What follows belongs to an exercise in optimizing a design on an open flow for small area, a short achievable clock period and few clock cycles per item; a production flow would make more cautious choices. The RTL was checked by simulation tests, not by an equivalence proof against the original design.

==> flow/design.v <==
package blockchain_present_pkg;
    localparam int unsigned BLOCK_W = 16;
    localparam int unsigned KEY_W   = 20;
    localparam int unsigned NBLOCKS = 8;
    localparam int unsigned MSG_W   = BLOCK_W * NBLOCKS;
    localparam int unsigned NROUNDS = 31;
    localparam logic [63:0] SBOX     = 64'h2174_8FE3_DA09_B65C;
    localparam logic [63:0] INV_SBOX = 64'hA970_364B_D21C_8FE5;
    function automatic logic [3:0] sbox4(input logic [3:0] n);
        sbox4 = SBOX[{n, 2'b00} +: 4];
    endfunction
    function automatic logic [3:0] inv_sbox4(input logic [3:0] n);
        inv_sbox4 = INV_SBOX[{n, 2'b00} +: 4];
    endfunction
    function automatic logic [BLOCK_W-1:0] sbox16(input logic [BLOCK_W-1:0] x);
        logic [BLOCK_W-1:0] y;
        for (int n = 0; n < 4; n++) begin
            y[4*n +: 4] = sbox4(x[4*n +: 4]);
        end
        sbox16 = y;
    endfunction
    function automatic logic [BLOCK_W-1:0] inv_sbox16(input logic [BLOCK_W-1:0] x);
        logic [BLOCK_W-1:0] y;
        for (int n = 0; n < 4; n++) begin
            y[4*n +: 4] = inv_sbox4(x[4*n +: 4]);
        end
        inv_sbox16 = y;
    endfunction
    function automatic logic [BLOCK_W-1:0] player16(input logic [BLOCK_W-1:0] x);
        logic [BLOCK_W-1:0] y;
        y[15] = x[15];
        for (int i = 0; i < 15; i++) begin
            y[(4 * i) % 15] = x[i];
        end
        player16 = y;
    endfunction
    function automatic logic [KEY_W-1:0] key_fwd(input logic [KEY_W-1:0] k,
                                                 input logic [4:0]       r);
        logic [KEY_W-1:0] rot;
        rot     = {k[6:0], k[19:7]};
        key_fwd = {sbox4(rot[19:16]), rot[15:9], rot[8:4] ^ r, rot[3:0]};
    endfunction
    function automatic logic [KEY_W-1:0] key_bwd(input logic [KEY_W-1:0] k,
                                                 input logic [4:0]       r);
        logic [KEY_W-1:0] rot;
        rot     = {inv_sbox4(k[19:16]), k[15:9], k[8:4] ^ r, k[3:0]};
        key_bwd = {rot[12:0], rot[19:13]};
    endfunction
endpackage
module present16_enc_round
(
    input  logic [blockchain_present_pkg::BLOCK_W-1:0] i_state,
    input  logic [blockchain_present_pkg::BLOCK_W-1:0] i_rk,
    output logic [blockchain_present_pkg::BLOCK_W-1:0] o_state
);
    assign o_state = blockchain_present_pkg::player16(blockchain_present_pkg::sbox16(i_state ^ i_rk));
endmodule
module present16_dec_round
(
    input  logic [blockchain_present_pkg::BLOCK_W-1:0] i_state,
    input  logic [blockchain_present_pkg::BLOCK_W-1:0] i_rk,
    output logic [blockchain_present_pkg::BLOCK_W-1:0] o_state
);
    assign o_state = blockchain_present_pkg::inv_sbox16(blockchain_present_pkg::player16(i_state)) ^ i_rk;
endmodule
module blockchain_present_cipher
#(
    parameter int unsigned STAGES = 4
) (
    input  logic               clk,
    input  logic               rst_n,
    input  logic               start,
    input  logic [blockchain_present_pkg::MSG_W-1:0]   plaintext,
    input  logic [blockchain_present_pkg::KEY_W-1:0]   key,
    input  logic [blockchain_present_pkg::BLOCK_W-1:0] init_vec,
    output logic               busy,
    output logic               done,
    output logic [blockchain_present_pkg::MSG_W-1:0]   ciphertext,
    output logic [blockchain_present_pkg::MSG_W-1:0]   deciphered_text
);
    localparam int unsigned NR    = blockchain_present_pkg::NROUNDS;
    localparam int unsigned BW    = blockchain_present_pkg::BLOCK_W;
    localparam int unsigned KW    = blockchain_present_pkg::KEY_W;
    localparam int unsigned MW    = blockchain_present_pkg::MSG_W;
    localparam int unsigned NCYC  = (NR + STAGES - 1) / STAGES;
    localparam int unsigned LASTN = NR - (NCYC - 1) * STAGES;
    localparam logic [4:0]  LAST_BASE = 5'((NCYC - 1) * STAGES);
    localparam logic [3:0]  LAST_SLOT = 4'(blockchain_present_pkg::NBLOCKS);
    logic            r_busy;
    logic            r_done;
    logic [4:0]      r_base;    
    logic [3:0]      r_slot;
    logic [KW-1:0]   r_ek;      
    logic [KW-1:0]   r_dk;      
    logic [BW-1:0]   r_ex;
    logic [BW-1:0]   r_dx;
    logic [MW-1:0]   r_ct;
    logic [MW-1:0]   r_dt;
    logic            w_bound;
    logic            w_first;
    logic            w_final;
    logic [KW-1:0]   w_fk [STAGES+1];
    logic [KW-1:0]   w_bk [STAGES+1];
    logic [BW-1:0]   w_ex [STAGES+1];
    logic [BW-1:0]   w_dx [STAGES+1];
    logic [BW-1:0]   w_cblk;
    logic [BW-1:0]   w_dblk;
    assign w_bound = (r_base == LAST_BASE);
    assign w_first = (r_slot == 4'd0);
    assign w_final = (r_slot == LAST_SLOT);
    assign w_fk[0] = r_ek;
    assign w_bk[0] = r_dk;
    assign w_ex[0] = r_ex;
    assign w_dx[0] = r_dx;
    for (genvar j = 0; j < STAGES; j++) begin : g_stage
        assign w_fk[j+1] = blockchain_present_pkg::key_fwd(w_fk[j], r_base + 5'(j + 1));
        assign w_bk[j+1] = blockchain_present_pkg::key_bwd(w_bk[j], 5'(NR - j) - r_base);
        present16_enc_round u_enc (
            .i_state (w_ex[j]),
            .i_rk    (w_fk[j][19:4]),
            .o_state (w_ex[j+1])
        );
        present16_dec_round u_dec (
            .i_state (w_dx[j]),
            .i_rk    (w_bk[j+1][19:4]),
            .o_state (w_dx[j+1])
        );
    end
    assign w_cblk = w_ex[LASTN] ^ w_fk[LASTN][19:4];    
    assign w_dblk = w_dx[LASTN] ^ r_ct[31:16];          
    always_ff @(posedge clk or negedge rst_n) begin
        if (!rst_n) begin
            r_busy <= 1'b0;
            r_done <= 1'b0;
        end else begin
            r_done <= r_busy && w_bound && w_final;
            if (!r_busy) begin
                r_busy <= start;
            end else if (w_bound && w_final) begin
                r_busy <= 1'b0;
            end
        end
    end
    always_ff @(posedge clk) begin
        if (!r_busy) begin
            r_base <= '0;
            r_slot <= '0;
            r_ek   <= key;
            r_dk   <= key;
            r_ex   <= plaintext[MW-1 -: BW] ^ init_vec;
            if (start) begin
                r_ct <= {plaintext[MW-BW-1:0], init_vec};
            end
        end else begin
            r_dx <= w_bound ? w_ex[LASTN] : w_dx[STAGES];
            if (w_bound) begin
                r_base <= '0;
                r_slot <= r_slot + 4'd1;
                r_ek   <= w_first ? r_dk : w_bk[LASTN];
                r_dk   <= w_fk[LASTN];
                r_ex   <= w_cblk ^ r_ct[MW-1 -: BW];
                r_dt   <= {r_dt[MW-BW-1:0], w_dblk};
                if (!w_final) begin
                    r_ct <= {r_ct[MW-BW-1:0], w_cblk};
                end
            end else begin
                r_base <= r_base + 5'(STAGES);
                r_ek   <= w_fk[STAGES];
                if (!w_first) begin
                    r_dk <= w_bk[STAGES];
                end
                r_ex   <= w_ex[STAGES];
            end
        end
    end
    assign busy            = r_busy;
    assign done            = r_done;
    assign ciphertext      = r_ct;
    assign deciphered_text = r_dt;
endmodule
==> flow/run.sh <==
#!/bin/bash
# synth_recipe.tcl (not shown) runs the flow's synth.tcl, then flattens the netlist and writes it again
# the make line also repeats each setting of config.mk as NAME=value (left out here)
make -C /OpenROAD-flow-scripts/flow DESIGN_CONFIG=/design/flow/config.mk WORK_HOME=/design/flow/orfs CLKGATE_MAP_FILE= SYNTH_SCRIPT=/design/flow/synth_recipe.tcl finish
==> flow/config.mk <==
export PLATFORM = sky130hd
export DESIGN_NAME = blockchain_present_cipher
export DESIGN_NICKNAME = blockchain_present_cipher
export VERILOG_FILES = /design/flow/design.v
export SDC_FILE = /design/flow/constraint.sdc
export NUM_CORES = 4
export LEC_CHECK = 0
export CAP_MARGIN = 20
export CORE_MARGIN = 2
export CORE_UTILIZATION = 40
export SLEW_MARGIN = 20
==> flow/constraint.sdc <==
create_clock -name core_clock -period 9.0 [get_ports {clk}]
set_input_delay 1.8000 -clock core_clock [delete_from_list [all_inputs] [get_ports {clk}]]
set_output_delay 1.8000 -clock core_clock [all_outputs]
set_load 0.01 [all_outputs]
==> results.txt <==
==> state kept, by name, indices dropped and copies added (netlist names) <==
signal  cells
r_busy      1
r_ek       20
r_dt      128
r_done      1
r_base      3
r_slot      4
r_ex       16
r_ct      128
r_dx       16
r_dk       20
==> metal layers <==
layer	vias to the layer above	track usage [%]	part of all wire (%)
li1	8628	-	-
met1	9032	32.03	41
met2	727	44.02	49
met3	135	4.231	5.9
met4	0	9.290	3.8
met5	-	0	0
==> layout make-up <==
class                      instances  area, um2  share of cell area (%)
tap                              765      957.2                   3.237
clock buffer                      50       1069                   3.614
multi-input combinational       1563      12730                   43.05
sequential                       337       9683                   32.75
clock inverter                    20      230.2                  0.7786
inverter                         131      491.7                   1.663
timing repair buffer             446       4409                   14.91
==> cell usage in the layout (no fill, tap or decap), types with 26 or more instances in the layout <==
cell,synthesis,layout
a211oi_1,31,31
dfxtp_1,43,43
nor2_1,129,129
mux4_2,26,26
edfxtp_1,292,292
clkdlybuf4s50_1,0,424
o21ai_0,76,76
nand2_1,120,120
o211ai_1,40,40
xnor2_1,112,111
a21oi_1,107,107
mux2_2,147,147
nor3_1,47,47
inv_1,116,116
nand3_1,39,39
clkbuf_16,0,40
xor2_1,66,66
ha_1,165,164
mux2i_1,80,80
==> cells by family after synthesis <==
family	after synthesis	share of synthesized area [%]
adders and majority gates	165	8.884
AOI/OAI and AO/OA	451	13.12
xor gates and xnor gates	206	8.922
DFF	337	41.65
buffers and inverters	219	3.699
and+or+nand+nor	480	10.17
muxes	261	13.55
==> worst min-delay path by stage <==
stage | startpoint | to | slack [ns] | depth (start not counted)
2_1_floorplan | r_dt[84] | r_dt[100] | 0.50 | 0
3_3_place_gp | r_dt[73] | r_dt[89] | 0.43 | 0
3_5_place_dp | r_dt[45] | r_dt[61] | 0.43 | 0
4_1_cts | r_dt[87] | r_dt[103] | 0.42 | 0
5_1_grt | r_dt[19] | r_dt[35] | 0.44 | 0
6_report | r_dt[87] | r_dt[103] | 0.41 | 0
==> synth_stat cells (26+ instances only) <==
| library cell | count | share of area (%) |
|---|---|---|
| nor2_1 | 129 | 2.1 |
| xnor2_1 | 112 | 4.2 |
| dfxtp_1 | 43 | 3.7 |
| a211oi_1 | 31 | 1.0 |
| nand2_1 | 120 | 1.9 |
| mux4_2 | 26 | 2.5 |
| edfxtp_1 | 292 | 38 |
| clkbuf_1 | 64 | 1.0 |
| inv_1 | 116 | 1.9 |
| mux2i_1 | 80 | 3.4 |
| mux2_2 | 147 | 7.1 |
| xor2_1 | 66 | 2.5 |
| o211ai_1 | 40 | 1.3 |
| o21ai_0 | 76 | 1.6 |
| ha_1 | 165 | 8.9 |
| a21oi_1 | 107 | 2.3 |
| nor3_1 | 47 | 1.0 |
| nand3_1 | 39 | 0.84 |
==> flow_summary.toml <==
[timing]
finalClockSkew_ns = 0.04775
rsz0062_at_grt = "no"
fin_crit_sh_pct = 73.24
hold_viol_final = 0
fmax_mhz = 151.7
slew_headroom_pct = 19.01
tns_ns = 0
fin_crit_ns = 6.592
setup_violations = 0
slew_viol_final = 0
timing.hold.ws_ns = 0.4115
fin_ws_ns = 2.408
worstMarginPinSlew_ns = 1.209

[die]
die_h_um = 245.0
die_area_um2 = 60040
die_w_um = 245.0
core_um2 = 57590
rows = 88
io_pins = 425
start_util_pct = 40.35

[global_routing]
grt_max_degree = 87
grt_pass1_wl_mm = 114.8
grtUsageTotal_pct = 25.51
grt_pass1_vias = 17937
antenna_found_initial = 0
grt_remaining_overflow = 0

[place]
dp_cells = 3242
gp_congestion = 0.9319
dp_hpwl_mm = 61.82
place_area_um2 = 28270
pre_cts_ws_ns = 2.553
port_buffers = 424

[worst_setup_path]
r2r_end = "r_ex[2]"
reg2reg_slack_ns = 2.41
cp_max_fo = 11
cp_num_cells = 19
startpoint_type = "flip-flop"
cp_cell_sequence = "xor2_1 > ha_1 > inv_1 > mux4_2 > xor2_1 > ha_1 > mux2i_1 > mux4_2 > a21oi_1 > xor2_1 > inv_1 > ha_1 > inv_1 > mux4_2 > xnor2_1 > nor2_1 > mux2i_1 > o221ai_1 > a21oi_1"
cp_top_family = "XOR/XNOR gates"
crit_path_end_kind = "flip-flop"
r2r_start = "r_ek[9]"
crit_end = "r_ex[2]"
cp.required_ns = 9.48
cp-startpoint = "r_ek[9]"
slowest_stage = "xnor2_1"
critical_path.max_stage_delay_ns = 0.86
ff2ff_path_depth = 19
cp_data_arrival_time_ns = 7.07
critPathBufInv = 3
criticalPathCategory = "reg2reg"

[finish]
synthToLayoutAreaGrowth_pct = 27.25
post-route-util_pct = 51.35
fillers = 5135
final_cell_count_no_fill = 3312
diodes = 0
drive_gt1_share_pct = 13.00
final_nets = 2851
finalInstanceArea_um2 = 29570

[yosys]
synth_nets = 2451
synth_area_per_cell_um2 = 10.97
async_flop_share_pct = 0.5935
synth_enable_flop_cells = 292
yosysUniqueCellTypes = 107
ys_seq_elements = 337
yosysWarnings = 11
syn_inst = 2119
synth.yosys.seq_area_share_pct = 41.65
syn_area_um2 = 23240
yosys_most_used_dff = "edfxtp_1"

[clocking]
cts_made_buffers = 40
clkTransAtPathRegs_ns = 0.06
clockBufferDepth = 3
cts.repair.resized = 0
postCtsSetupBuffers = 0
htreeDepth = 2
cts_tree = "done"
hold_buffers = 0
clk_latency_ns = 0.59
numClockSinks = 337
clockRootBuffer = "clkbuf_16"

[run_status]
status = "complete, no violations"

[route]
drt-total-wl_mm = 78.81
drt_iter0_drc = 1610
via_count = 18522
via_per_inst = 5.592
drcViolationCount = 0
ant_nets = 0
wl_per_cell_um = 23.80
drt-pass1-iter-count = 6

[min_path]
hold_path_class = "reg2reg"

[run]
drv_cap = 0
Testbench counts, summed over its fixed seeds: cycles 4,680, messages 64.

==> afterwards: timing with drivers on the ports <==
How much do the figures lean on ideal ports? The routed layout below was timed once more, with nothing changed but the port constraints. Step 1, drivers: a clkbuf_16 drives clk and a buf_2 each remaining input, both assumed. Step 2 times the ports against the registers' clock, not the clock port: input delays grow and output delays shrink by t, the midpoint of the rising clock arrivals with the driver on. Slacks: ideal ports / drivers / drivers and shift; pairs: ideal ports / drivers.
t (ns): 0.621
setup slack, ns: 2.408 / 2.408 / 2.408
hold slack, ns: 0.411 / 0.411 / 0.411
worst register clock-pin slew, ns: 0.07 / 0.07
worst data-port slew with drivers (ns): 0.08
After both steps this run still meets setup and hold. The setup slack of this run moves by 0.000 ns with the drivers and by 0.000 ns with both steps.
